Source: an optimization exercise on an open RTL-to-GDS flow (aim: small area). Production flows keep margins and buffers that such runs may drop. RTL that was checked went through simulation tests only; none was proved equivalent to the original. Function not checked in run 2: the RTL went through the layout flow alone.

==> flow/design.v <==
package overlay_pkg;
    typedef logic [10-1:0] coord_t;
    typedef coord_t [12-1:0] region_coords_t;
    typedef logic [2*(10+1)-1:0] area_t;
    typedef logic [7-1:0] shade_t;
    typedef logic [12-1:0] region_mask_t;
endpackage
module box_snapshot (
    input  logic                        clk,
    input  logic                        reset,
    input  logic                        vsync_i,
    input  logic [12-1:0][10-1:0] min_x_i,
    input  logic [12-1:0][10-1:0] max_x_i,
    input  logic [12-1:0][10-1:0] min_y_i,
    input  logic [12-1:0][10-1:0] max_y_i,
    output logic [12-1:0][10-1:0] snap_min_x_o,
    output logic [12-1:0][10-1:0] snap_max_x_o,
    output logic [12-1:0][10-1:0] snap_min_y_o,
    output logic [12-1:0][10-1:0] snap_max_y_o,
    output logic                        take_snap_o,
    output logic                        loaded_o
);
    logic       vsync_meta;
    logic       vsync_sync;
    logic       vsync_prev;
    logic       vsync_end;
    logic       vsync_end_next;
    logic [2:0] event_cnt;
    logic [2:0] event_cnt_next;
    logic       take_snap;
    always_ff @(posedge clk or posedge reset) begin
        if (reset) begin
            vsync_meta <= 1'b0;
            vsync_sync <= 1'b0;
            vsync_prev <= 1'b0;
        end else begin
            vsync_meta <= vsync_i;
            vsync_sync <= vsync_meta;
            vsync_prev <= vsync_sync;
        end
    end
    assign vsync_end = vsync_prev & ~vsync_sync;
    always_comb begin
        if (take_snap) begin
            event_cnt_next = '0;
        end else if (vsync_end) begin
            event_cnt_next = event_cnt + 3'd1;
        end else begin
            event_cnt_next = event_cnt;
        end
    end
    always_ff @(posedge clk or posedge reset) begin
        if (reset) begin
            event_cnt <= '0;
        end else begin
            event_cnt <= event_cnt_next;
        end
    end
    assign vsync_end_next = vsync_sync & ~vsync_meta;
    always_ff @(posedge clk or posedge reset) begin
        if (reset) begin
            take_snap <= 1'b0;
            loaded_o  <= 1'b0;
        end else begin
            take_snap <= vsync_end_next && (event_cnt_next == 3'(5 - 1));
            if (take_snap) loaded_o <= 1'b1;
        end
    end
    assign take_snap_o = take_snap;
    always_ff @(posedge clk) begin
        if (take_snap) begin
            snap_min_x_o <= min_x_i;
            snap_max_x_o <= max_x_i;
            snap_min_y_o <= min_y_i;
            snap_max_y_o <= max_y_i;
        end
    end
endmodule
module box_area_filter (
    input  logic                        clk,
    input  logic                        reset,
    input  logic [12-1:0][10-1:0] min_x_i,
    input  logic [12-1:0][10-1:0] max_x_i,
    input  logic [12-1:0][10-1:0] min_y_i,
    input  logic [12-1:0][10-1:0] max_y_i,
    input  logic [12-1:0][10-1:0] snap_min_x_i,
    input  logic [12-1:0][10-1:0] snap_max_x_i,
    input  logic [12-1:0][10-1:0] snap_min_y_i,
    input  logic [12-1:0][10-1:0] snap_max_y_i,
    input  logic                        take_snap_i,
    input  logic                        loaded_i,
    input  logic [15-1:0]    area_thresh_i,
    output overlay_pkg::region_mask_t   region_valid_o
);
    localparam int H = 12 / 2;
    logic [16:0] unit_a [H];
    logic [16:0] hold_a [H];
    logic [16:0] hold_b [H];
    logic [16:0] cur    [12];
    logic [14:0] thresh;
    overlay_pkg::region_mask_t valid_d;
    for (genvar k = 0; k < H; k++) begin : g_unit
        logic [9:0] ux0, ux1, uy0, uy1;
        assign ux0 = take_snap_i ? min_x_i[k] : snap_min_x_i[k+H];
        assign ux1 = take_snap_i ? max_x_i[k] : snap_max_x_i[k+H];
        assign uy0 = take_snap_i ? min_y_i[k] : snap_min_y_i[k+H];
        assign uy1 = take_snap_i ? max_y_i[k] : snap_max_y_i[k+H];
        box_area_unit u_unit (
            .x0     (ux0),
            .x1     (ux1),
            .y0     (uy0),
            .y1     (uy1),
            .is_box (unit_a[k][16]),
            .sat    (unit_a[k][15]),
            .low    (unit_a[k][14:0])
        );
    end
    always_ff @(posedge clk) begin
        for (int k = 0; k < H; k++) begin
            if (take_snap_i) hold_a[k] <= unit_a[k];
            hold_b[k] <= unit_a[k];
        end
    end
    assign thresh = (area_thresh_i != '0) ? area_thresh_i : 15'(16);
    function automatic logic ge15(input logic [14:0] a, input logic [14:0] b);
        logic ge;
        ge = 1'b1;
        for (int i = 0; i < 15; i++) begin
            ge = (a[i] ^ b[i]) ? a[i] : ge;
        end
        ge15 = ge;
    endfunction
    always_comb begin
        for (int k = 0; k < H; k++) begin
            cur[k]     = hold_a[k];
            cur[k + H] = take_snap_i ? hold_b[k] : unit_a[k];
        end
        for (int r = 0; r < 12; r++) begin
            valid_d[r] = loaded_i & cur[r][16] & (cur[r][15] | ge15(cur[r][14:0], thresh));
        end
    end
    always_ff @(posedge clk or posedge reset) begin
        if (reset) begin
            region_valid_o <= '0;
        end else begin
            region_valid_o <= valid_d;
        end
    end
endmodule
module box_area_unit (
    input  logic [9:0]  x0, x1, y0, y1,
    output logic        is_box,
    output logic        sat,
    output logic [14:0] low
);
    logic big;
    logic [16:0] p;
    logic [9:0] dx, dy, hx, hy;
    logic [9:0] nb1;
    logic [9:0] nb38;
    logic n2, n3, n4, n5, n6, n7, n8, n9, n10, n11, n12, n13, n14, n15, n16, n17;
    logic n18, n19, n20, n21, n22, n23, n24, n25, n26, n27, n28, n29, n30, n31, n32, n33;
    logic n34, n35, n36, n37, n39, n40, n41, n42, n43, n44, n45, n46, n47, n48, n49, n50;
    logic n51, n52, n53, n54, n55, n56, n57, n58, n59, n60, n61, n62, n63, n64, n65, n66;
    logic n67, n68, n69, n70, n71, n72, n73, n74, n165, n166, n167, n168, n169, n170, n171, n172;
    logic n173, n174, n175, n176, n177, n178, n179, n180, n181, n182, n183, n184, n185, n186, n187, n188;
    logic n189, n190, n191, n192, n193, n194, n195, n196, n197, n198, n199, n200, n201, n202, n203, n204;
    logic n205, n206, n207, n208, n209, n210, n211, n212, n213, n214, n215, n216, n217, n218, n219, n220;
    logic n221, n222, n223, n224, n225, n226, n227, n228, n229, n230, n231, n232, n233, n234, n235, n236;
    logic n237, n238, n239, n240, n241, n242, n243, n244, n245, n246, n247, n248, n249, n250, n251, n252;
    logic n253, n254, n255, n256, n257, n258, n259, n260, n261, n262, n263, n264, n265, n266, n267, n268;
    logic n269, n270, n271, n272, n273, n274, n275, n276, n277, n278, n279, n280, n281, n282, n283, n284;
    logic n285, n286, n287, n288, n289, n290, n291, n292, n293, n294, n295, n296, n297, n298, n299, n300;
    logic n301, n302, n303, n304, n305, n306, n307, n308, n309, n310, n311, n312, n313, n314, n315, n316;
    logic n317, n318, n319, n320, n321, n322, n323, n324, n325, n326, n327, n328, n329, n330, n331, n332;
    logic n333, n334, n335, n336, n337, n338, n339, n340, n341, n342, n343, n344, n345, n346, n347, n348;
    logic n349, n350, n351, n352, n353, n354, n355, n356, n357, n358, n359, n360, n361, n362, n363, n364;
    logic n365, n366, n367, n368, n369, n370, n371, n372, n373, n374, n375, n376, n377, n378, n379, n380;
    logic n381, n382, n383, n384, n385, n386, n387, n388, n389, n390, n391, n392, n393, n394, n395, n396;
    logic n397, n398, n399, n400, n401, n402, n403, n404, n405, n406, n407, n408, n409, p75, p76, p77;
    logic p78, p79, p80, p81, p82, p83, p84, p85, p86, p87, p88, p89, p90, p91, p92, p93;
    logic p94, p95, p96, p97, p98, p99, p100, p101, p102, p103, p104, p105, p106, p107, p108, p109;
    logic p110, p111, p112, p113, p114, p115, p116, p117, p118, p119, p120, p121, p122, p123, p124, p125;
    logic p126, p127, p128, p129, p130, p131, p132, p133, p134, p135, p136, p137, p138, p139, p140, p141;
    logic p142, p143, p144, p145, p146, p147, p148, p149, p150, p151, p152, p153, p154, p155, p156, p157;
    logic p158, p159, p160, p161, p162, p163, p164;
    assign nb1 = ~x0;
    ovl_fa u_n2 (.a(x1[0]), .b(nb1[0]), .c(1'b1), .s(n2), .co(n3));
    ovl_fa u_n4 (.a(x1[1]), .b(nb1[1]), .c(n3), .s(n4), .co(n5));
    ovl_fa u_n6 (.a(x1[2]), .b(nb1[2]), .c(n5), .s(n6), .co(n7));
    ovl_fa u_n8 (.a(x1[3]), .b(nb1[3]), .c(n7), .s(n8), .co(n9));
    ovl_fa u_n10 (.a(x1[4]), .b(nb1[4]), .c(n9), .s(n10), .co(n11));
    ovl_fa u_n12 (.a(x1[5]), .b(nb1[5]), .c(1'b0), .s(n12), .co(n13));
    ovl_fa u_n14 (.a(x1[6]), .b(nb1[6]), .c(n13), .s(n14), .co(n15));
    ovl_fa u_n16 (.a(x1[7]), .b(nb1[7]), .c(n15), .s(n16), .co(n17));
    ovl_fa u_n18 (.a(x1[8]), .b(nb1[8]), .c(n17), .s(n18), .co(n19));
    ovl_fa u_n20 (.a(x1[9]), .b(nb1[9]), .c(n19), .s(n20), .co(n21));
    ovl_fa u_n22 (.a(x1[5]), .b(nb1[5]), .c(1'b1), .s(n22), .co(n23));
    ovl_fa u_n24 (.a(x1[6]), .b(nb1[6]), .c(n23), .s(n24), .co(n25));
    ovl_fa u_n26 (.a(x1[7]), .b(nb1[7]), .c(n25), .s(n26), .co(n27));
    ovl_fa u_n28 (.a(x1[8]), .b(nb1[8]), .c(n27), .s(n28), .co(n29));
    ovl_fa u_n30 (.a(x1[9]), .b(nb1[9]), .c(n29), .s(n30), .co(n31));
    assign n32 = n11 ? n22 : n12;
    assign n33 = n11 ? n24 : n14;
    assign n34 = n11 ? n26 : n16;
    assign n35 = n11 ? n28 : n18;
    assign n36 = n11 ? n30 : n20;
    assign n37 = n11 ? n31 : n21;
    assign nb38 = ~y0;
    ovl_fa u_n39 (.a(y1[0]), .b(nb38[0]), .c(1'b1), .s(n39), .co(n40));
    ovl_fa u_n41 (.a(y1[1]), .b(nb38[1]), .c(n40), .s(n41), .co(n42));
    ovl_fa u_n43 (.a(y1[2]), .b(nb38[2]), .c(n42), .s(n43), .co(n44));
    ovl_fa u_n45 (.a(y1[3]), .b(nb38[3]), .c(n44), .s(n45), .co(n46));
    ovl_fa u_n47 (.a(y1[4]), .b(nb38[4]), .c(n46), .s(n47), .co(n48));
    ovl_fa u_n49 (.a(y1[5]), .b(nb38[5]), .c(1'b0), .s(n49), .co(n50));
    ovl_fa u_n51 (.a(y1[6]), .b(nb38[6]), .c(n50), .s(n51), .co(n52));
    ovl_fa u_n53 (.a(y1[7]), .b(nb38[7]), .c(n52), .s(n53), .co(n54));
    ovl_fa u_n55 (.a(y1[8]), .b(nb38[8]), .c(n54), .s(n55), .co(n56));
    ovl_fa u_n57 (.a(y1[9]), .b(nb38[9]), .c(n56), .s(n57), .co(n58));
    ovl_fa u_n59 (.a(y1[5]), .b(nb38[5]), .c(1'b1), .s(n59), .co(n60));
    ovl_fa u_n61 (.a(y1[6]), .b(nb38[6]), .c(n60), .s(n61), .co(n62));
    ovl_fa u_n63 (.a(y1[7]), .b(nb38[7]), .c(n62), .s(n63), .co(n64));
    ovl_fa u_n65 (.a(y1[8]), .b(nb38[8]), .c(n64), .s(n65), .co(n66));
    ovl_fa u_n67 (.a(y1[9]), .b(nb38[9]), .c(n66), .s(n67), .co(n68));
    assign n69 = n48 ? n59 : n49;
    assign n70 = n48 ? n61 : n51;
    assign n71 = n48 ? n63 : n53;
    assign n72 = n48 ? n65 : n55;
    assign n73 = n48 ? n67 : n57;
    assign n74 = n48 ? n68 : n58;
    assign p75 = n2 & n39;
    assign p76 = n2 & n41;
    assign p77 = n2 & n43;
    assign p78 = n2 & n45;
    assign p79 = n2 & n47;
    assign p80 = n2 & n69;
    assign p81 = n2 & n70;
    assign p82 = n2 & n71;
    assign p83 = n2 & n72;
    assign p84 = n2 & n73;
    assign p85 = n4 & n39;
    assign p86 = n4 & n41;
    assign p87 = n4 & n43;
    assign p88 = n4 & n45;
    assign p89 = n4 & n47;
    assign p90 = n4 & n69;
    assign p91 = n4 & n70;
    assign p92 = n4 & n71;
    assign p93 = n4 & n72;
    assign p94 = n4 & n73;
    assign p95 = n6 & n39;
    assign p96 = n6 & n41;
    assign p97 = n6 & n43;
    assign p98 = n6 & n45;
    assign p99 = n6 & n47;
    assign p100 = n6 & n69;
    assign p101 = n6 & n70;
    assign p102 = n6 & n71;
    assign p103 = n6 & n72;
    assign p104 = n6 & n73;
    assign p105 = n8 & n39;
    assign p106 = n8 & n41;
    assign p107 = n8 & n43;
    assign p108 = n8 & n45;
    assign p109 = n8 & n47;
    assign p110 = n8 & n69;
    assign p111 = n8 & n70;
    assign p112 = n8 & n71;
    assign p113 = n8 & n72;
    assign p114 = n8 & n73;
    assign p115 = n10 & n39;
    assign p116 = n10 & n41;
    assign p117 = n10 & n43;
    assign p118 = n10 & n45;
    assign p119 = n10 & n47;
    assign p120 = n10 & n69;
    assign p121 = n10 & n70;
    assign p122 = n10 & n71;
    assign p123 = n10 & n72;
    assign p124 = n10 & n73;
    assign p125 = n32 & n39;
    assign p126 = n32 & n41;
    assign p127 = n32 & n43;
    assign p128 = n32 & n45;
    assign p129 = n32 & n47;
    assign p130 = n32 & n69;
    assign p131 = n32 & n70;
    assign p132 = n32 & n71;
    assign p133 = n32 & n72;
    assign p134 = n32 & n73;
    assign p135 = n33 & n39;
    assign p136 = n33 & n41;
    assign p137 = n33 & n43;
    assign p138 = n33 & n45;
    assign p139 = n33 & n47;
    assign p140 = n33 & n69;
    assign p141 = n33 & n70;
    assign p142 = n33 & n71;
    assign p143 = n33 & n72;
    assign p144 = n34 & n39;
    assign p145 = n34 & n41;
    assign p146 = n34 & n43;
    assign p147 = n34 & n45;
    assign p148 = n34 & n47;
    assign p149 = n34 & n69;
    assign p150 = n34 & n70;
    assign p151 = n34 & n71;
    assign p152 = n35 & n39;
    assign p153 = n35 & n41;
    assign p154 = n35 & n43;
    assign p155 = n35 & n45;
    assign p156 = n35 & n47;
    assign p157 = n35 & n69;
    assign p158 = n35 & n70;
    assign p159 = n36 & n39;
    assign p160 = n36 & n41;
    assign p161 = n36 & n43;
    assign p162 = n36 & n45;
    assign p163 = n36 & n47;
    assign p164 = n36 & n69;
    ovl_ha u_n165 (.a(p109), .b(p118), .s(n165), .co(n166));
    ovl_fa u_n167 (.a(p119), .b(n35), .c(n72), .s(n167), .co(n168));
    ovl_ha u_n169 (.a(p101), .b(p110), .s(n169), .co(n170));
    ovl_fa u_n171 (.a(n36), .b(n73), .c(p102), .s(n171), .co(n172));
    ovl_fa u_n173 (.a(p111), .b(p120), .c(p129), .s(n173), .co(n174));
    ovl_ha u_n175 (.a(p138), .b(p146), .s(n175), .co(n176));
    ovl_fa u_n177 (.a(p103), .b(p112), .c(p121), .s(n177), .co(n178));
    ovl_ha u_n179 (.a(p130), .b(p139), .s(n179), .co(n180));
    ovl_ha u_n181 (.a(p113), .b(p122), .s(n181), .co(n182));
    ovl_ha u_n183 (.a(p97), .b(p106), .s(n183), .co(n184));
    ovl_fa u_n185 (.a(p107), .b(p98), .c(p116), .s(n185), .co(n186));
    ovl_ha u_n187 (.a(p89), .b(n32), .s(n187), .co(n188));
    ovl_fa u_n189 (.a(p108), .b(p117), .c(p99), .s(n189), .co(n190));
    ovl_fa u_n191 (.a(n33), .b(n70), .c(p126), .s(n191), .co(n192));
    ovl_ha u_n193 (.a(p135), .b(p81), .s(n193), .co(n194));
    ovl_fa u_n195 (.a(n34), .b(n71), .c(p100), .s(n195), .co(n196));
    ovl_fa u_n197 (.a(p127), .b(p136), .c(p144), .s(n197), .co(n198));
    ovl_fa u_n199 (.a(p82), .b(p91), .c(n165), .s(n199), .co(n200));
    ovl_fa u_n201 (.a(n166), .b(p128), .c(p137), .s(n201), .co(n202));
    ovl_fa u_n203 (.a(p145), .b(p152), .c(p83), .s(n203), .co(n204));
    ovl_fa u_n205 (.a(p92), .b(n167), .c(n169), .s(n205), .co(n206));
    ovl_fa u_n207 (.a(p153), .b(p93), .c(p159), .s(n207), .co(n208));
    ovl_fa u_n209 (.a(p84), .b(n168), .c(n170), .s(n209), .co(n210));
    ovl_fa u_n211 (.a(n175), .b(n171), .c(n173), .s(n211), .co(n212));
    ovl_fa u_n213 (.a(p147), .b(p154), .c(p160), .s(n213), .co(n214));
    ovl_fa u_n215 (.a(p94), .b(n176), .c(n179), .s(n215), .co(n216));
    ovl_fa u_n217 (.a(n172), .b(n174), .c(n177), .s(n217), .co(n218));
    ovl_fa u_n219 (.a(p131), .b(p140), .c(p148), .s(n219), .co(n220));
    ovl_fa u_n221 (.a(p155), .b(p104), .c(p161), .s(n221), .co(n222));
    ovl_fa u_n223 (.a(n180), .b(n181), .c(n178), .s(n223), .co(n224));
    ovl_fa u_n225 (.a(p123), .b(p132), .c(p141), .s(n225), .co(n226));
    ovl_fa u_n227 (.a(p149), .b(p156), .c(p114), .s(n227), .co(n228));
    ovl_ha u_n229 (.a(p162), .b(n182), .s(n229), .co(n230));
    ovl_fa u_n231 (.a(p133), .b(p142), .c(p150), .s(n231), .co(n232));
    ovl_ha u_n233 (.a(p157), .b(p124), .s(n233), .co(n234));
    ovl_ha u_n235 (.a(p143), .b(p151), .s(n235), .co(n236));
    ovl_ha u_n237 (.a(p86), .b(n43), .s(n237), .co(n238));
    ovl_fa u_n239 (.a(p87), .b(p96), .c(n45), .s(n239), .co(n240));
    ovl_ha u_n241 (.a(n8), .b(p105), .s(n241), .co(n242));
    ovl_fa u_n243 (.a(p88), .b(n10), .c(n47), .s(n243), .co(n244));
    ovl_fa u_n245 (.a(n183), .b(p115), .c(p79), .s(n245), .co(n246));
    ovl_fa u_n247 (.a(n184), .b(n69), .c(p125), .s(n247), .co(n248));
    ovl_fa u_n249 (.a(p80), .b(n187), .c(n185), .s(n249), .co(n250));
    ovl_fa u_n251 (.a(n188), .b(p90), .c(n186), .s(n251), .co(n252));
    ovl_fa u_n253 (.a(n189), .b(n193), .c(n191), .s(n253), .co(n254));
    ovl_fa u_n255 (.a(n190), .b(n194), .c(n192), .s(n255), .co(n256));
    ovl_fa u_n257 (.a(n195), .b(n197), .c(n199), .s(n257), .co(n258));
    ovl_fa u_n259 (.a(n196), .b(n198), .c(n200), .s(n259), .co(n260));
    ovl_fa u_n261 (.a(n201), .b(n203), .c(n205), .s(n261), .co(n262));
    ovl_fa u_n263 (.a(n202), .b(n204), .c(n207), .s(n263), .co(n264));
    ovl_fa u_n265 (.a(n206), .b(n209), .c(n211), .s(n265), .co(n266));
    ovl_fa u_n267 (.a(n208), .b(n213), .c(n210), .s(n267), .co(n268));
    ovl_fa u_n269 (.a(n215), .b(n212), .c(n217), .s(n269), .co(n270));
    ovl_fa u_n271 (.a(n214), .b(n219), .c(n221), .s(n271), .co(n272));
    ovl_fa u_n273 (.a(n216), .b(n218), .c(n223), .s(n273), .co(n274));
    ovl_fa u_n275 (.a(n220), .b(n222), .c(n225), .s(n275), .co(n276));
    ovl_fa u_n277 (.a(n229), .b(n227), .c(n224), .s(n277), .co(n278));
    ovl_fa u_n279 (.a(p163), .b(n233), .c(n226), .s(n279), .co(n280));
    ovl_fa u_n281 (.a(n230), .b(n228), .c(n231), .s(n281), .co(n282));
    ovl_fa u_n283 (.a(p158), .b(p134), .c(p164), .s(n283), .co(n284));
    ovl_fa u_n285 (.a(n235), .b(n234), .c(n232), .s(n285), .co(n286));
    ovl_ha u_n287 (.a(1'b1), .b(n2), .s(n287), .co(n288));
    ovl_fa u_n289 (.a(n4), .b(n41), .c(p76), .s(n289), .co(n290));
    ovl_fa u_n291 (.a(n6), .b(p77), .c(p95), .s(n291), .co(n292));
    ovl_fa u_n293 (.a(n238), .b(p78), .c(n239), .s(n293), .co(n294));
    ovl_fa u_n295 (.a(n240), .b(n242), .c(n243), .s(n295), .co(n296));
    ovl_fa u_n297 (.a(n244), .b(n246), .c(n247), .s(n297), .co(n298));
    ovl_fa u_n299 (.a(n248), .b(n250), .c(n251), .s(n299), .co(n300));
    ovl_fa u_n301 (.a(n252), .b(n254), .c(n255), .s(n301), .co(n302));
    ovl_fa u_n303 (.a(n256), .b(n258), .c(n259), .s(n303), .co(n304));
    ovl_fa u_n305 (.a(n260), .b(n263), .c(n262), .s(n305), .co(n306));
    ovl_fa u_n307 (.a(n264), .b(n267), .c(n266), .s(n307), .co(n308));
    ovl_fa u_n309 (.a(n268), .b(n271), .c(n270), .s(n309), .co(n310));
    ovl_fa u_n311 (.a(n272), .b(n275), .c(n274), .s(n311), .co(n312));
    ovl_fa u_n313 (.a(n276), .b(n279), .c(n281), .s(n313), .co(n314));
    ovl_fa u_n315 (.a(n283), .b(n280), .c(n282), .s(n315), .co(n316));
    ovl_ha u_n317 (.a(n236), .b(n284), .s(n317), .co(n318));
    ovl_ha u_n319 (.a(n39), .b(p75), .s(n319), .co(n320));
    ovl_fa u_n321 (.a(n288), .b(p85), .c(n289), .s(n321), .co(n322));
    ovl_fa u_n323 (.a(n290), .b(n237), .c(n291), .s(n323), .co(n324));
    ovl_fa u_n325 (.a(n292), .b(n241), .c(n293), .s(n325), .co(n326));
    ovl_fa u_n327 (.a(n294), .b(n245), .c(n295), .s(n327), .co(n328));
    ovl_fa u_n329 (.a(n296), .b(n249), .c(n297), .s(n329), .co(n330));
    ovl_fa u_n331 (.a(n298), .b(n253), .c(n299), .s(n331), .co(n332));
    ovl_fa u_n333 (.a(n257), .b(n300), .c(n301), .s(n333), .co(n334));
    ovl_fa u_n335 (.a(n261), .b(n302), .c(n303), .s(n335), .co(n336));
    ovl_fa u_n337 (.a(n304), .b(n265), .c(n305), .s(n337), .co(n338));
    ovl_fa u_n339 (.a(n269), .b(n306), .c(n307), .s(n339), .co(n340));
    ovl_fa u_n341 (.a(n273), .b(n308), .c(n309), .s(n341), .co(n342));
    ovl_fa u_n343 (.a(n277), .b(n311), .c(n310), .s(n343), .co(n344));
    ovl_fa u_n345 (.a(n278), .b(n313), .c(n312), .s(n345), .co(n346));
    ovl_fa u_n347 (.a(n285), .b(n314), .c(n315), .s(n347), .co(n348));
    ovl_fa u_n349 (.a(n317), .b(n286), .c(n316), .s(n349), .co(n350));
    ovl_ha u_n351 (.a(n287), .b(n319), .s(n351), .co(n352));
    ovl_fa u_n353 (.a(n320), .b(n321), .c(n352), .s(n353), .co(n354));
    ovl_fa u_n355 (.a(n322), .b(n323), .c(n354), .s(n355), .co(n356));
    ovl_fa u_n357 (.a(n324), .b(n325), .c(n356), .s(n357), .co(n358));
    ovl_fa u_n359 (.a(n326), .b(n327), .c(n358), .s(n359), .co(n360));
    ovl_fa u_n361 (.a(n328), .b(n329), .c(n360), .s(n361), .co(n362));
    ovl_fa u_n363 (.a(n330), .b(n331), .c(n362), .s(n363), .co(n364));
    ovl_fa u_n365 (.a(n332), .b(n333), .c(n364), .s(n365), .co(n366));
    ovl_fa u_n367 (.a(n334), .b(n335), .c(n366), .s(n367), .co(n368));
    ovl_fa u_n369 (.a(n336), .b(n337), .c(1'b0), .s(n369), .co(n370));
    ovl_fa u_n371 (.a(n338), .b(n339), .c(n370), .s(n371), .co(n372));
    ovl_fa u_n373 (.a(n340), .b(n341), .c(n372), .s(n373), .co(n374));
    ovl_fa u_n375 (.a(n342), .b(n343), .c(n374), .s(n375), .co(n376));
    ovl_fa u_n377 (.a(n336), .b(n337), .c(1'b1), .s(n377), .co(n378));
    ovl_fa u_n379 (.a(n338), .b(n339), .c(n378), .s(n379), .co(n380));
    ovl_fa u_n381 (.a(n340), .b(n341), .c(n380), .s(n381), .co(n382));
    ovl_fa u_n383 (.a(n342), .b(n343), .c(n382), .s(n383), .co(n384));
    assign n385 = n368 ? n377 : n369;
    assign n386 = n368 ? n379 : n371;
    assign n387 = n368 ? n381 : n373;
    assign n388 = n368 ? n383 : n375;
    assign n389 = n368 ? n384 : n376;
    ovl_fa u_n390 (.a(n344), .b(n345), .c(1'b0), .s(n390), .co(n391));
    ovl_fa u_n392 (.a(n347), .b(n346), .c(n391), .s(n392), .co(n393));
    ovl_fa u_n394 (.a(n349), .b(n348), .c(n393), .s(n394), .co(n395));
    ovl_fa u_n396 (.a(n318), .b(n350), .c(n395), .s(n396), .co(n397));
    ovl_fa u_n398 (.a(n344), .b(n345), .c(1'b1), .s(n398), .co(n399));
    ovl_fa u_n400 (.a(n347), .b(n346), .c(n399), .s(n400), .co(n401));
    ovl_fa u_n402 (.a(n349), .b(n348), .c(n401), .s(n402), .co(n403));
    ovl_fa u_n404 (.a(n318), .b(n350), .c(n403), .s(n404), .co(n405));
    assign n406 = n389 ? n398 : n390;
    assign n407 = n389 ? n400 : n392;
    assign n408 = n389 ? n402 : n394;
    assign n409 = n389 ? n404 : n396;
    assign dx = {n36, n35, n34, n33, n32, n10, n8, n6, n4, n2};
    assign dy = {n73, n72, n71, n70, n69, n47, n45, n43, n41, n39};
    assign p = {n409, n408, n407, n406, n388, n387, n386, n385, n367, n365, n363, n361, n359, n357, n355, n353, n351};
    assign hx[9] = dx[9];
    assign hy[9] = dy[9];
    assign hx[8] = hx[9] | dx[8];
    assign hy[8] = hy[9] | dy[8];
    assign hx[7] = hx[8] | dx[7];
    assign hy[7] = hy[8] | dy[7];
    assign hx[6] = hx[7] | dx[6];
    assign hy[6] = hy[7] | dy[6];
    assign hx[5] = hx[6] | dx[5];
    assign hy[5] = hy[6] | dy[5];
    assign hx[4] = hx[5] | dx[4];
    assign hy[4] = hy[5] | dy[4];
    assign hx[3] = hx[4] | dx[3];
    assign hy[3] = hy[4] | dy[3];
    assign hx[2] = hx[3] | dx[2];
    assign hy[2] = hy[3] | dy[2];
    assign hx[1] = hx[2] | dx[1];
    assign hy[1] = hy[2] | dy[1];
    assign hx[0] = hx[1] | dx[0];
    assign hy[0] = hy[1] | dy[0];
    assign big = (hx[6] & hy[9]) | (hx[7] & hy[8]) | (hx[8] & hy[7]) | (hx[9] & hy[6]);
    assign is_box = n37 & n74 & (x0 != 10'd641) & (y0 != 10'd641);
    assign sat = big | p[16] | p[15];
    assign low = p[14:0];
endmodule
module ovl_fa (input logic a, b, c, output logic s, co);
    assign s  = a ^ b ^ c;
    assign co = (a & b) | (a & c) | (b & c);
endmodule
module ovl_ha (input logic a, b, output logic s, co);
    assign s  = a ^ b;
    assign co = a & b;
endmodule
module box_outline (
    input  logic                        clk,
    input  logic                        reset,
    input  overlay_pkg::coord_t         draw_x_i,
    input  overlay_pkg::coord_t         draw_y_i,
    input  logic [12-1:0][10-1:0] snap_min_x_i,
    input  logic [12-1:0][10-1:0] snap_max_x_i,
    input  logic [12-1:0][10-1:0] snap_min_y_i,
    input  logic [12-1:0][10-1:0] snap_max_y_i,
    input  overlay_pkg::region_mask_t   region_valid_i,
    output logic                        outline_hit_o
);
    function automatic logic [1:0] cmp(input logic [9:0] a, input logic [9:0] b);
        logic ge, eq, p;
        ge = 1'b1;
        eq = 1'b1;
        for (int i = 0; i < 10; i++) begin
            p  = ~(a[i] ^ b[i]);
            ge = p ? ge : a[i];
            eq = eq & p;
        end
        cmp = {ge, eq};
    endfunction
    logic [1:0] cx0 [12];
    logic [1:0] cx1 [12];
    logic [1:0] cy0 [12];
    logic [1:0] cy1 [12];
    overlay_pkg::region_mask_t region_hit;
    always_comb begin
        for (int r = 0; r < 12; r++) begin
            cx0[r] = cmp(draw_x_i, snap_min_x_i[r]);
            cx1[r] = cmp(snap_max_x_i[r], draw_x_i);
            cy0[r] = cmp(draw_y_i, snap_min_y_i[r]);
            cy1[r] = cmp(snap_max_y_i[r], draw_y_i);
            region_hit[r] = region_valid_i[r] &
                (((cy0[r][0] | cy1[r][0]) & cx0[r][1] & cx1[r][1]) |
                 ((cx0[r][0] | cx1[r][0]) & cy0[r][1] & cy1[r][1]));
        end
    end
    always_ff @(posedge clk or posedge reset) begin
        if (reset) begin
            outline_hit_o <= 1'b0;
        end else begin
            outline_hit_o <= |region_hit;
        end
    end
endmodule
module pixel_shade (
    input  logic                 clk,
    input  logic                 reset,
    input  logic [8-1:0] pixel_i,
    input  overlay_pkg::shade_t  brightness_i,
    input  logic                 outline_hit_i,
    input  logic                 highlight_i,
    output overlay_pkg::shade_t  red_o,
    output overlay_pkg::shade_t  green_o,
    output overlay_pkg::shade_t  blue_o
);
    logic [2*7-1:0] product;
    overlay_pkg::shade_t       gray_q;
    overlay_pkg::shade_t       gray_out_q;
    logic                      red_q;
    assign product = pixel_i[8-1 -: 7] * brightness_i;
    always_ff @(posedge clk or posedge reset) begin
        if (reset) begin
            gray_q     <= '0;
            gray_out_q <= '0;
            red_q      <= 1'b0;
        end else begin
            gray_q     <= product[2*7-1 -: 7];
            gray_out_q <= gray_q;
            red_q      <= outline_hit_i & highlight_i;
        end
    end
    assign red_o   = gray_out_q | {7{red_q}};
    assign green_o = gray_out_q & {7{~red_q}};
    assign blue_o  = green_o;
endmodule
module overlay_top (
    input  logic                        clk,
    input  logic                        reset,
    input  logic                        vsync_i,
    input  logic [12-1:0][10-1:0] region_min_x_i,
    input  logic [12-1:0][10-1:0] region_max_x_i,
    input  logic [12-1:0][10-1:0] region_min_y_i,
    input  logic [12-1:0][10-1:0] region_max_y_i,
    input  overlay_pkg::coord_t         draw_x_i,
    input  overlay_pkg::coord_t         draw_y_i,
    input  logic [8-1:0]       pixel_i,
    input  overlay_pkg::shade_t         brightness_i,
    input  logic [15-1:0]    area_thresh_i,
    input  logic                        highlight_i,
    output overlay_pkg::shade_t         red_o,
    output overlay_pkg::shade_t         green_o,
    output overlay_pkg::shade_t         blue_o
);
    logic [12-1:0][10-1:0] snap_min_x;
    logic [12-1:0][10-1:0] snap_max_x;
    logic [12-1:0][10-1:0] snap_min_y;
    logic [12-1:0][10-1:0] snap_max_y;
    logic                        take_snap;
    logic                        loaded;
    overlay_pkg::region_mask_t   region_valid;
    logic                        outline_hit;
    box_snapshot u_box_snapshot (
        .clk          (clk),
        .reset        (reset),
        .vsync_i      (vsync_i),
        .min_x_i      (region_min_x_i),
        .max_x_i      (region_max_x_i),
        .min_y_i      (region_min_y_i),
        .max_y_i      (region_max_y_i),
        .snap_min_x_o (snap_min_x),
        .snap_max_x_o (snap_max_x),
        .snap_min_y_o (snap_min_y),
        .snap_max_y_o (snap_max_y),
        .take_snap_o  (take_snap),
        .loaded_o     (loaded)
    );
    box_area_filter u_box_area_filter (
        .clk            (clk),
        .reset          (reset),
        .min_x_i        (region_min_x_i),
        .max_x_i        (region_max_x_i),
        .min_y_i        (region_min_y_i),
        .max_y_i        (region_max_y_i),
        .snap_min_x_i   (snap_min_x),
        .snap_max_x_i   (snap_max_x),
        .snap_min_y_i   (snap_min_y),
        .snap_max_y_i   (snap_max_y),
        .take_snap_i    (take_snap),
        .loaded_i       (loaded),
        .area_thresh_i  (area_thresh_i),
        .region_valid_o (region_valid)
    );
    box_outline u_box_outline (
        .clk            (clk),
        .reset          (reset),
        .draw_x_i       (draw_x_i),
        .draw_y_i       (draw_y_i),
        .snap_min_x_i   (snap_min_x),
        .snap_max_x_i   (snap_max_x),
        .snap_min_y_i   (snap_min_y),
        .snap_max_y_i   (snap_max_y),
        .region_valid_i (region_valid),
        .outline_hit_o  (outline_hit)
    );
    pixel_shade u_pixel_shade (
        .clk           (clk),
        .reset         (reset),
        .pixel_i       (pixel_i),
        .brightness_i  (brightness_i),
        .outline_hit_i (outline_hit),
        .highlight_i   (highlight_i),
        .red_o         (red_o),
        .green_o       (green_o),
        .blue_o        (blue_o)
    );
endmodule
==> flow/run.sh <==
#!/bin/bash
# synth_recipe.tcl (not shown) runs the flow's synth.tcl, then flattens the netlist and writes it again
# the make line also repeats each setting of config.mk as NAME=value (left out here)
make -C /OpenROAD-flow-scripts/flow DESIGN_CONFIG=/design/flow/config.mk WORK_HOME=/design/flow/orfs CLKGATE_MAP_FILE= SYNTH_SCRIPT=/design/flow/synth_recipe.tcl finish
==> flow/config.mk <==
export PLATFORM = sky130hd
export DESIGN_NAME = overlay_top
export DESIGN_NICKNAME = overlay_top
export VERILOG_FILES = /design/flow/design.v
export SDC_FILE = /design/flow/constraint.sdc
export NUM_CORES = 4
export LEC_CHECK = 0
export CAP_MARGIN = 20
export CORE_MARGIN = 2
export CORE_UTILIZATION = 40
export SLEW_MARGIN = 20
export SYNTH_HIERARCHICAL = 1
==> flow/constraint.sdc <==
create_clock -name core_clock -period 10.0 [get_ports {clk}]
set_input_delay 2.0000 -clock core_clock [delete_from_list [all_inputs] [get_ports {clk}]]
set_output_delay 2.0000 -clock core_clock [all_outputs]
set_load 0.01 [all_outputs]
==> results of run 1 <==
==> stage by stage <==
stage                     cells  setup TNS (ns)
after global placement     8103          -4.654
after detailed placement   8103          -5.971
after floorplan            5368         -206.43
final                      8292               0
after global routing       8287        -0.02089
after CTS                  8266               0
==> layer usage <==
layer	vias up	part of all wire (%)
li1	20240	-
met1	23850	41
met2	2162	46
met3	438	7.9
met4	16	4.9
met5	-	0.10
==> sequential cells by signal (all words and copies together), names as in the netlist <==
name,flops
u_pixel_shade.gray_out_q,7
u_box_snapshot.snap_min_x_o,120
u_box_snapshot.take_snap,1
u_box_area_filter.hold_b,102
u_box_snapshot.vsync_meta,1
u_box_outline.outline_hit_o,1
u_box_area_filter.hold_a,102
u_box_snapshot.loaded_o,1
u_box_area_filter.region_valid_o,12
u_pixel_shade.red_q,1
u_box_snapshot.snap_min_y_o,120
u_box_snapshot.snap_max_y_o,120
u_pixel_shade.gray_q,7
u_box_snapshot.vsync_prev,1
u_box_snapshot.event_cnt,3
u_box_snapshot.vsync_sync,1
u_box_snapshot.snap_max_x_o,120
==> layout make-up <==
type	instances	share of cell area [%]
multi-input cells	3973	53.56
flip-flops and latches	720	26.19
inverters	381	1.834
repair buffers	961	11.27
diodes	22	0.07061
clock inverters	52	0.7221
well taps	2072	3.325
clock buffers	111	3.026
==> kinds of logic after synthesis <==
| kind of cell | count (synthesis) | share of synthesized area [%] |
|---|---|---|
| buffers and inverters | 675 | 5.071 |
| multiplexers | 458 | 8.402 |
| other | 12 | 0.07065 |
| flip-flops | 720 | 32.03 |
| XOR/XNOR | 176 | 2.418 |
| adder cells (fa/ha/maj) | 1155 | 31.59 |
| AO/OA/AOI/OAI | 678 | 7.670 |
| AND/OR/NAND/NOR | 1440 | 12.75 |
==> synthesized netlist by cell type, types with 36 or more instances <==
master      n  area (sq um)
xor2_1     92         805.8
dfxtp_1   102          2042
mux2_2    280          3153
edfxtp_1  582         17480
and2_1    188          1176
xnor2_1    84         735.7
a21oi_1   107         535.5
nor4_1     57         356.6
fa_1      809         16200
nor2b_1   438          2740
mux2i_1   135          1351
inv_1     370          1389
dfrtp_1    36         900.9
buf_4     112         840.8
nand2b_1  114         713.2
ha_1      181          2265
o22ai_1    74         462.9
clkbuf_1   62         232.7
a31oi_1    36         225.2
a211oi_1   42         315.3
nand3_1    43         215.2
buf_2      89         445.4
o21ai_0    68         340.3
nor2_1    212         795.8
maj3_1    141          1411
nand2_1   183         686.9
nor3_1     50         250.2
==> worst max-delay path, cell delays in order <==
cell	delay, ns
clkdlybuf4s50_1	0.52
mux2_4	0.20
inv_1	0.06
fa_2	0.36
fa_2	0.35
fa_2	0.35
fa_2	0.36
fa_2	0.54
and2_1	0.22
fa_1	0.57
fa_1	0.44
fa_2	0.37
fa_1	0.52
fa_2	0.48
fa_2	0.39
fa_2	0.36
fa_2	0.36
fa_2	0.38
mux2i_4	0.21
buf_4	0.15
mux2i_1	0.08
or4_4	0.56
a211oi_2	0.17
a21oi_1	0.08
o21ai_2	0.21
nand4bb_4	0.15
==> Yosys stat by module, one instance, submodules excluded, a selection <==
module / flops+latches / area (sq um) / cells inside / copies in the design
box_snapshot: 488 / 14710 / 501 / 1
box_area_filter: 216 / 12250 / 1050 / 1
box_outline: 1 / 10820 / 1623 / 1
pixel_shade: 15 / 1938 / 190 / 1
box_area_unit: 0 / 1171 / 177 / 6
ovl_fa: 0 / 20.02 / 1 / 786
ovl_ha: 0 / 12.51 / 1 / 102
==> timing repair <==
| action | in CTS | in global routing |
|---|---|---|
| buffers inserted | 0 | 4 |
| pin swaps | 1 | 26 |
| hold buffers | 0 | 0 |
| endpoints found under the setup margin | 1 | 6 |
| resized for setup | 1 | 43 |
| gates cloned | 0 | 0 |
==> path summary, 6_finish.rpt <==
path | start | endpoint | slack, ns
max | region_min_x_i[0] | u_box_area_filter.region_valid_o[6]$_DFF_PP0_ | 0.13
min | u_pixel_shade.gray_q[3]$_DFF_PP0_ | u_pixel_shade.gray_out_q[3]$_DFF_PP0_ | 0.35
max reg2reg | u_box_snapshot.take_snap$_DFF_PP0_ | u_box_area_filter.region_valid_o[9]$_DFF_PP0_ | 0.63
min reg2reg | u_pixel_shade.gray_q[3]$_DFF_PP0_ | u_pixel_shade.gray_out_q[3]$_DFF_PP0_ | 0.35
max in group asynchronous | reset | u_box_area_filter.region_valid_o[3]$_DFF_PP0_ | 7.36
min in group asynchronous | reset | u_box_outline.outline_hit_o$_DFF_PP0_ | 1.54
==> summary.txt, run 1 <==
status timing/DRC/antenna clean; filler cell count 13920; Die H 403.2 um; Final Setup Violations 0; r2r worst-path depth 26; row count 146; largest net degree at the start of global routing 51; area of the multi-input gates 41760 sq um; Synth cell types 99; Hold WC Path Type reg -> reg; met3 Track Usage GR 5.349%; final worst slack 0.1295 ns; hold path cells 0; GRT overflow 0; vias in the first global route 48660; relative slew slack 18.24%; async set-or-reset flop fraction in the synthesized netlist 5.000%; starting density of the core 40.25%; GR Util met1 36.91%; CTS Buffer Depth 3; global routing usage on met2 45.38%; WS Path Type in -> reg; Skew-Pair Late Insertion Delay 0.73 ns; port buffer count 553; skew final 0.02543 ns; f_max 101.3 MHz; layout cell share with drive strength beyond 1 22.14%; GR peak layer met2; # IOs 555; Worst setup SP type primary input; sequential fraction of the synthesis area 32.03%; drt wl/cell 27.70 um; final hold violations 0; Final Cell Area 77970 sq um; via count 46700; pre-CTS setup slack -0.8218 ns; Area Growth Syn to Fin 22.30%; Clock Pin Slew Worst Setup and Hold Paths 0.06 ns; Die ar. 162600 sq um; Worst Hold Slack 0.3477 ns; Final #Nets 7648; DRT Wirelength 229700 um; routability cong. 0.9621; min cycle time layout 9.870 ns; actual slew at the worst max-slew pin 1.215 ns; DIE WIDTH 403.2 um; Max Fanout on Critical Path 3; cell count after synthesis 5314; Finished Core Util 49.23%; TritonRoute pass-1 iters 8; Routed Antenna Nets 0; Sink Count 720; Worst Path Arrival 10.44 ns; Vias/cell 5.632; Yosys warning count 21; clk root buf clkbuf_16; EDFF count, synth 582; Final HPWL DP 184900 um; Critical Path Sink Type register; Synth Area per Inst 12.00 sq um; core area 158400 sq um; CTS tree done; commonest cells after routing, fill and taps aside edfxtp_1 (582), clkdlybuf4s50_1 (532), fa_1 (464), nor2b_1 (414), buf_4 (384); synthesized flop and latch total 720; Synth Cell Area 63750 sq um; max cap viols 0; GRT Total Usage 28.12%; dpl cell area 74780 sq um; number of remaining DRC errors 0; first-pass GRT wire length 329200 um; ys flop type edfxtp_1; initial drt markers 4512; TritonCTS Buffers 87; commonest non-fill, non-tap cell in the layout edfxtp_1; Seq. cell area 20420 sq um; Req. time, crit path 10.57 ns; Final Cycle Share 98.70%; H-tree depth 3; Max Slew Vio Count 0; initial antenna violation count 39
==> run 2, diff against run 1 <==
--- a/flow/design.v
+++ b/flow/design.v
@@ -96,20 +96,23 @@
     logic [16:0] unit_a [H];
     logic [16:0] hold_a [H];
     logic [16:0] hold_b [H];
-    logic [16:0] cur    [12];
     logic [14:0] thresh;
-    overlay_pkg::region_mask_t valid_d;
+    logic [14:0] thresh_q;
+    logic        loaded_q;
+    logic [H-1:0] valid_a_d;
+    logic [H-1:0] valid_a_q;
+    logic [H-1:0] valid_b;
     for (genvar k = 0; k < H; k++) begin : g_unit
-        logic [9:0] ux0, ux1, uy0, uy1;
-        assign ux0 = take_snap_i ? min_x_i[k] : snap_min_x_i[k+H];
-        assign ux1 = take_snap_i ? max_x_i[k] : snap_max_x_i[k+H];
-        assign uy0 = take_snap_i ? min_y_i[k] : snap_min_y_i[k+H];
-        assign uy1 = take_snap_i ? max_y_i[k] : snap_max_y_i[k+H];
         box_area_unit u_unit (
-            .x0     (ux0),
-            .x1     (ux1),
-            .y0     (uy0),
-            .y1     (uy1),
+            .sel    (take_snap_i),
+            .a_x0   (min_x_i[k]),
+            .a_x1   (max_x_i[k]),
+            .a_y0   (min_y_i[k]),
+            .a_y1   (max_y_i[k]),
+            .b_x0   (snap_min_x_i[k+H]),
+            .b_x1   (snap_max_x_i[k+H]),
+            .b_y0   (snap_min_y_i[k+H]),
+            .b_y1   (snap_max_y_i[k+H]),
             .is_box (unit_a[k][16]),
             .sat    (unit_a[k][15]),
             .low    (unit_a[k][14:0])
@@ -117,9 +120,13 @@
     end
     always_ff @(posedge clk) begin
         for (int k = 0; k < H; k++) begin
-            if (take_snap_i) hold_a[k] <= unit_a[k];
-            hold_b[k] <= unit_a[k];
+            if (take_snap_i) begin
+                hold_a[k] <= unit_a[k];
+            end else begin
+                hold_b[k] <= unit_a[k];
+            end
         end
+        thresh_q <= thresh;
     end
     assign thresh = (area_thresh_i != '0) ? area_thresh_i : 15'(16);
     function automatic logic ge15(input logic [14:0] a, input logic [14:0] b);
@@ -132,28 +139,35 @@
     endfunction
     always_comb begin
         for (int k = 0; k < H; k++) begin
-            cur[k]     = hold_a[k];
-            cur[k + H] = take_snap_i ? hold_b[k] : unit_a[k];
-        end
-        for (int r = 0; r < 12; r++) begin
-            valid_d[r] = loaded_i & cur[r][16] & (cur[r][15] | ge15(cur[r][14:0], thresh));
+            valid_a_d[k] = loaded_i & hold_a[k][16] & (hold_a[k][15] | ge15(hold_a[k][14:0], thresh));
+            valid_b[k]   = loaded_q & hold_b[k][16] & (hold_b[k][15] | ge15(hold_b[k][14:0], thresh_q));
         end
     end
     always_ff @(posedge clk or posedge reset) begin
         if (reset) begin
-            region_valid_o <= '0;
+            valid_a_q <= '0;
+            loaded_q  <= 1'b0;
         end else begin
-            region_valid_o <= valid_d;
+            valid_a_q <= valid_a_d;
+            loaded_q  <= loaded_i;
         end
     end
+    assign region_valid_o = {valid_b, valid_a_q};
 endmodule
 module box_area_unit (
-    input  logic [9:0]  x0, x1, y0, y1,
+    input  logic        sel,
+    input  logic [9:0]  a_x0, a_x1, a_y0, a_y1,
+    input  logic [9:0]  b_x0, b_x1, b_y0, b_y1,
     output logic        is_box,
     output logic        sat,
     output logic [14:0] low
 );
+    logic [9:0] x0, x1, y0, y1;
     logic big;
+    assign x0 = sel ? a_x0 : b_x0;
+    assign x1 = sel ? a_x1 : b_x1;
+    assign y0 = sel ? a_y0 : b_y0;
+    assign y1 = sel ? a_y1 : b_y1;
     logic [16:0] p;
     logic [9:0] dx, dy, hx, hy;
     logic [9:0] nb1;
@@ -177,13 +191,12 @@
     logic n349, n350, n351, n352, n353, n354, n355, n356, n357, n358, n359, n360, n361, n362, n363, n364;
     logic n365, n366, n367, n368, n369, n370, n371, n372, n373, n374, n375, n376, n377, n378, n379, n380;
     logic n381, n382, n383, n384, n385, n386, n387, n388, n389, n390, n391, n392, n393, n394, n395, n396;
-    logic n397, n398, n399, n400, n401, n402, n403, n404, n405, n406, n407, n408, n409, p75, p76, p77;
-    logic p78, p79, p80, p81, p82, p83, p84, p85, p86, p87, p88, p89, p90, p91, p92, p93;
-    logic p94, p95, p96, p97, p98, p99, p100, p101, p102, p103, p104, p105, p106, p107, p108, p109;
-    logic p110, p111, p112, p113, p114, p115, p116, p117, p118, p119, p120, p121, p122, p123, p124, p125;
-    logic p126, p127, p128, p129, p130, p131, p132, p133, p134, p135, p136, p137, p138, p139, p140, p141;
-    logic p142, p143, p144, p145, p146, p147, p148, p149, p150, p151, p152, p153, p154, p155, p156, p157;
-    logic p158, p159, p160, p161, p162, p163, p164;
+    logic n397, n398, n399, p75, p76, p77, p78, p79, p80, p81, p82, p83, p84, p85, p86, p87;
+    logic p88, p89, p90, p91, p92, p93, p94, p95, p96, p97, p98, p99, p100, p101, p102, p103;
+    logic p104, p105, p106, p107, p108, p109, p110, p111, p112, p113, p114, p115, p116, p117, p118, p119;
+    logic p120, p121, p122, p123, p124, p125, p126, p127, p128, p129, p130, p131, p132, p133, p134, p135;
+    logic p136, p137, p138, p139, p140, p141, p142, p143, p144, p145, p146, p147, p148, p149, p150, p151;
+    logic p152, p153, p154, p155, p156, p157, p158, p159, p160, p161, p162, p163, p164;
     assign nb1 = ~x0;
     ovl_fa u_n2 (.a(x1[0]), .b(nb1[0]), .c(1'b1), .s(n2), .co(n3));
     ovl_fa u_n4 (.a(x1[1]), .b(nb1[1]), .c(n3), .s(n4), .co(n5));
@@ -420,34 +433,27 @@
     ovl_fa u_n363 (.a(n330), .b(n331), .c(n362), .s(n363), .co(n364));
     ovl_fa u_n365 (.a(n332), .b(n333), .c(n364), .s(n365), .co(n366));
     ovl_fa u_n367 (.a(n334), .b(n335), .c(n366), .s(n367), .co(n368));
-    ovl_fa u_n369 (.a(n336), .b(n337), .c(1'b0), .s(n369), .co(n370));
+    ovl_fa u_n369 (.a(n336), .b(n337), .c(n368), .s(n369), .co(n370));
     ovl_fa u_n371 (.a(n338), .b(n339), .c(n370), .s(n371), .co(n372));
     ovl_fa u_n373 (.a(n340), .b(n341), .c(n372), .s(n373), .co(n374));
-    ovl_fa u_n375 (.a(n342), .b(n343), .c(n374), .s(n375), .co(n376));
-    ovl_fa u_n377 (.a(n336), .b(n337), .c(1'b1), .s(n377), .co(n378));
-    ovl_fa u_n379 (.a(n338), .b(n339), .c(n378), .s(n379), .co(n380));
-    ovl_fa u_n381 (.a(n340), .b(n341), .c(n380), .s(n381), .co(n382));
-    ovl_fa u_n383 (.a(n342), .b(n343), .c(n382), .s(n383), .co(n384));
-    assign n385 = n368 ? n377 : n369;
-    assign n386 = n368 ? n379 : n371;
-    assign n387 = n368 ? n381 : n373;
-    assign n388 = n368 ? n383 : n375;
-    assign n389 = n368 ? n384 : n376;
-    ovl_fa u_n390 (.a(n344), .b(n345), .c(1'b0), .s(n390), .co(n391));
-    ovl_fa u_n392 (.a(n347), .b(n346), .c(n391), .s(n392), .co(n393));
-    ovl_fa u_n394 (.a(n349), .b(n348), .c(n393), .s(n394), .co(n395));
-    ovl_fa u_n396 (.a(n318), .b(n350), .c(n395), .s(n396), .co(n397));
-    ovl_fa u_n398 (.a(n344), .b(n345), .c(1'b1), .s(n398), .co(n399));
-    ovl_fa u_n400 (.a(n347), .b(n346), .c(n399), .s(n400), .co(n401));
-    ovl_fa u_n402 (.a(n349), .b(n348), .c(n401), .s(n402), .co(n403));
-    ovl_fa u_n404 (.a(n318), .b(n350), .c(n403), .s(n404), .co(n405));
-    assign n406 = n389 ? n398 : n390;
-    assign n407 = n389 ? n400 : n392;
-    assign n408 = n389 ? n402 : n394;
-    assign n409 = n389 ? n404 : n396;
+    ovl_fa u_n375 (.a(n342), .b(n343), .c(1'b0), .s(n375), .co(n376));
+    ovl_fa u_n377 (.a(n344), .b(n345), .c(n376), .s(n377), .co(n378));
+    ovl_fa u_n379 (.a(n347), .b(n346), .c(n378), .s(n379), .co(n380));
+    ovl_fa u_n381 (.a(n349), .b(n348), .c(n380), .s(n381), .co(n382));
+    ovl_fa u_n383 (.a(n318), .b(n350), .c(n382), .s(n383), .co(n384));
+    ovl_fa u_n385 (.a(n342), .b(n343), .c(1'b1), .s(n385), .co(n386));
+    ovl_fa u_n387 (.a(n344), .b(n345), .c(n386), .s(n387), .co(n388));
+    ovl_fa u_n389 (.a(n347), .b(n346), .c(n388), .s(n389), .co(n390));
+    ovl_fa u_n391 (.a(n349), .b(n348), .c(n390), .s(n391), .co(n392));
+    ovl_fa u_n393 (.a(n318), .b(n350), .c(n392), .s(n393), .co(n394));
+    assign n395 = n374 ? n385 : n375;
+    assign n396 = n374 ? n387 : n377;
+    assign n397 = n374 ? n389 : n379;
+    assign n398 = n374 ? n391 : n381;
+    assign n399 = n374 ? n393 : n383;
     assign dx = {n36, n35, n34, n33, n32, n10, n8, n6, n4, n2};
     assign dy = {n73, n72, n71, n70, n69, n47, n45, n43, n41, n39};
-    assign p = {n409, n408, n407, n406, n388, n387, n386, n385, n367, n365, n363, n361, n359, n357, n355, n353, n351};
+    assign p = {n399, n398, n397, n396, n395, n373, n371, n369, n367, n365, n363, n361, n359, n357, n355, n353, n351};
     assign hx[9] = dx[9];
     assign hy[9] = dy[9];
     assign hx[8] = hx[9] | dx[8];
==> flow/flow/run.sh (new file) <==
#!/bin/bash
# The standard layout, with the smallest buffer (buf_1) as the port buffer
# instead of the delay buffer buffer_ports picks on its own.  Every input and
# output still gets its own buffer.
set -euo pipefail
export BUFFER_PORTS_ARGS="-buffer_cell sky130_fd_sc_hd__buf_1"
bash standard.sh finish > standard_flow.log 2>&1
==> flow/standard.sh (new file) <==
#!/bin/bash
# synth_recipe.tcl (not shown) runs the flow's synth.tcl, then flattens the netlist and writes it again
# the make line also repeats each setting of config.mk as NAME=value (left out here)
make -C /OpenROAD-flow-scripts/flow DESIGN_CONFIG=/design/flow/config.mk WORK_HOME=/design/flow/orfs CLKGATE_MAP_FILE= SYNTH_SCRIPT=/design/flow/synth_recipe.tcl "${@:-finish}"
removed: flow/run.sh
==> summary.txt, run 2 <==
global routing usage on met2 40.82% (-4.6 points); Routed Antenna Nets 0 (unchanged); GR peak layer met2; Die ar. 160800 sq um (-1.1%); port buffer count 553 (unchanged); Max Slew Vio Count 0 (unchanged); commonest cells after routing, fill and taps aside edfxtp_1 (684), buf_1 (537), fa_1 (533), nor2b_1 (411), buf_4 (296); Final Setup Violations 0 (unchanged); drt wl/cell 26.78 um (-3.3%); layout cell share with drive strength beyond 1 17.15% (-5.0 points); async set-or-reset flop fraction in the synthesized netlist 4.247% (-0.75 points); Max Fanout on Critical Path 5 (+2); Die H 401.0 um (-0.54%); Final HPWL DP 173200 um (-6.3%); Synth Cell Area 63060 sq um (-1.1%); number of remaining DRC errors 0 (unchanged); Synth Area per Inst 12.22 sq um (+1.9%); status timing/DRC/antenna clean; Synth cell types 101 (+2.0%); synthesized flop and latch total 730 (+1.4%); TritonRoute pass-1 iters 6 (-2); Post-Layout Cell Count 8006 (-3.4%); final hold violations 0 (unchanged); Hold WC Path Type reg -> reg; GRT Total Usage 26.55% (-1.6 points); row count 145 (-0.68%); Req. time, crit path 10.40 ns (-0.17 ns); relative slew slack 18.99% (+0.75 points); final worst slack 0.4430 ns (+0.3135 ns); # hold bufs at CTS 0 (unchanged); DRT Wirelength 214400 um (-6.6%); Synth area leaders edfxtp_1 (33%), fa_1 (25%), nor2b_1 (4.1%), ha_1 (3.6%), mux2_2 (2.5%); dpl cells 7824 (-3.4%); DIE WIDTH 401.0 um (-0.54%); EDFF count, synth 684 (+18%); core area 156400 sq um (-1.3%); H-tree depth 3 (unchanged); CTS Buffer Depth 3 (unchanged); Seq. cell area 21620 sq um (+5.9%); WS Path Type in -> reg; ys flop type edfxtp_1; CTS tree done; Critical Path Sink Type register; Post-synth top cells fa_1 (791), edfxtp_1 (684), nor2b_1 (411), inv_1 (306), nor2_1 (229); vias in the first global route 46780 (-3.9%); sequential fraction of the synthesis area 34.28% (+2.3 points); f_max 104.6 MHz (+3.3%); proportion of netlist area held by the largest area contributor 32.57% (+5.2 points); min cycle time layout 9.557 ns (-0.3135 ns); GRT overflow 0 (unchanged); filler cell count 14270 (+2.5%); Sink Count 730 (+1.4%); Yosys warning count 19 (-9.5%); most frequent cell after synthesis fa_1; starting density of the core 40.32% (+0.068 points); Area Growth Syn to Fin 14.97%; first-pass GRT wire length 312900 um (-5.0%); cell count after synthesis 5159 (-2.9%); Final #Nets 7360 (-3.8%); Final Cycle Share 95.57% (-3.1 points); max cap viols 0 (unchanged); pre-CTS setup slack -0.2502 ns (+0.5716 ns); RSZ-0062 raised after global routing no; Worst Path Arrival 9.96 ns (-0.48 ns); TritonCTS Buffers 86 (-1.1%); initial antenna violation count 51 (+31%); Worst setup SP type primary input; Yosys top cell by area edfxtp_1; commonest non-fill, non-tap cell in the layout edfxtp_1; area of the multi-input gates 39560 sq um (-5.3%); clk root buf clkbuf_16; CTS resizes 0 (-1); # IOs 555 (unchanged); Skew-Pair Late Insertion Delay 0.74 ns (about the same); actual slew at the worst max-slew pin 1.204 ns (-0.01115 ns); Vias/cell 5.665 (+0.60%); met3 Track Usage GR 5.899% (+0.55 points); largest net degree at the start of global routing 77 (+51%); Setup Buffers After CTS 0 (unchanged); via count 45360 (-2.9%); Clock Pin Slew Worst Setup and Hold Paths 0.06 ns (about the same); initial drt markers 4605 (+2.1%); routability cong. 0.9526 (-0.99%); GR Util met1 36.83% (-0.082 points); skew final 0.07390 ns (+0.04848 ns)
==> run 2: cell types whose count changed after synthesis, moves of 25 or more <==
cell / change
mux2_2: -142
edfxtp_1: +102
dfxtp_1: -87
inv_1: -64
a211oi_1: -31
nand2_1: -29
nor2b_1: -27
a22oi_1: +25
==> run 2: metrics by stage <==
step           setup TNS, ns  hold WS [ns]  cell area, sq um  utilization, %
3_3_place_gp         -0.6239        0.3314             69530           44.46
6_report                   0        0.3428             72500           46.36
5_1_grt                    0        0.3540             72480           46.34
3_5_place_dp          -1.523        0.3347             69530           44.46
2_1_floorplan        -172.15        0.3312             64400               -
4_1_cts                    0        0.3442             72430           46.32
==> run 2: path summary, 6_finish.rpt <==
path                                                          from  cells past startpoint                                         to  slack (ns)
worst max-delay path                            region_min_y_i[40]                     23  u_box_area_filter.hold_a[4][15]$_DFFE_PP_        0.44
worst min-delay path             u_pixel_shade.gray_q[4]$_DFF_PP0_                      0      u_pixel_shade.gray_out_q[4]$_DFF_PP0_        0.34
worst max register to register  u_box_snapshot.take_snap$_DFF_PP0_                     23  u_box_area_filter.hold_a[0][15]$_DFFE_PP_        0.68
worst min register to register   u_pixel_shade.gray_q[4]$_DFF_PP0_                      0      u_pixel_shade.gray_out_q[4]$_DFF_PP0_        0.34
max in group asynchronous                                    reset                      2   u_box_area_filter.valid_a_q[1]$_DFF_PP0_        8.07
min in group asynchronous                                    reset                      2      u_box_outline.outline_hit_o$_DFF_PP0_        1.23
==> run 2: modules after synthesis, one instance, submodules excluded, excerpt <==
module	times used	cells inside
ovl_fa	768	1
ovl_ha	102	1
box_snapshot	1	501
box_area_filter	1	695
box_outline	1	1623
box_area_unit	6	212
pixel_shade	1	198
==> run 2: critical path, stage by stage <==
cell     delay [ns]
buf_1          0.29
mux2i_1        0.26
fa_2           0.42
fa_2           0.34
fa_2           0.34
fa_2           0.35
fa_2           0.46
mux2i_1        0.16
buf_4          0.16
nor2b_1        0.13
fa_1           0.45
fa_2           0.36
fa_1           0.43
fa_1           0.52
fa_1           0.46
fa_2           0.36
fa_2           0.34
fa_2           0.35
fa_2           0.36
fa_1           0.46
nor3_2         0.18
a21oi_1        0.07
or4_1          0.66
==> run 2: area by class of cell <==
| type | count | share of cell area (%) |
|---|---|---|
| inverter | 320 | 1.660 |
| antenna | 25 | 0.08629 |
| clock inverter | 57 | 0.9492 |
| tap | 2058 | 3.552 |
| timing repair buffer | 862 | 6.315 |
| sequential | 730 | 29.82 |
| multi-input combinational | 3854 | 54.56 |
| clock buffer | 100 | 3.055 |
==> run 2: logic make-up (layout without fill, tap and decap cells) <==
logic type	count (synthesis)	in the layout	share of synthesized area, %
AND/OR/NAND/NOR	1477	1477	13.31
adder cells (fa/ha/maj)	1130	1130	31.27
flip-flops	730	730	34.28
AO/OA/AOI/OAI	698	698	8.111
buffers and inverters	617	1339	4.631
multiplexers	321	321	5.917
XOR/XNOR	174	174	2.417
other	12	79	0.07143
==> run 2: per-layer routing <==
layer	wire, um	up-vias
met4	8252	28
met5	175	-
met3	19210	395
li1	-	19620
met1	91170	23200
met2	95620	2111

afterwards: timing with drivers on the ports:
The flow's constraints put no driver on any port. The routed layouts listed below were extracted and timed again, unchanged, in two steps. Step 1 (the two cells are an assumption about what drives the block):
set clk [get_ports {clk}]
set_driving_cell -lib_cell sky130_fd_sc_hd__clkbuf_16 $clk
set_driving_cell -lib_cell sky130_fd_sc_hd__buf_2 [delete_from_list [all_inputs] $clk]
Step 2 adds t to the input delays and takes it off the output delays; t is the mean of the earliest and latest rising clock arrival at the registers after step 1. Input paths then give back, and output paths get back, about the clock's delay inside the block. a / b / c = no drivers / after step 1 / after step 2; a / b = the first two.
run | t, ns | setup WS [ns] | worst hold slack (ns) | worst setup path after step 2
run 1 | 0.805 | 0.130 / 0.121 / -0.684 | 0.348 / 0.348 / 0.348 | input to register
run 2 | 0.783 | 0.443 / 0.458 / -0.325 | 0.343 / 0.343 / 0.343 | input to register
With both steps, setup timing fails in run 1 and run 2, where it was met with ideal ports. The setup slack of run 1, which loses most, moves by -0.009 ns with the drivers and by -0.814 ns with both steps.
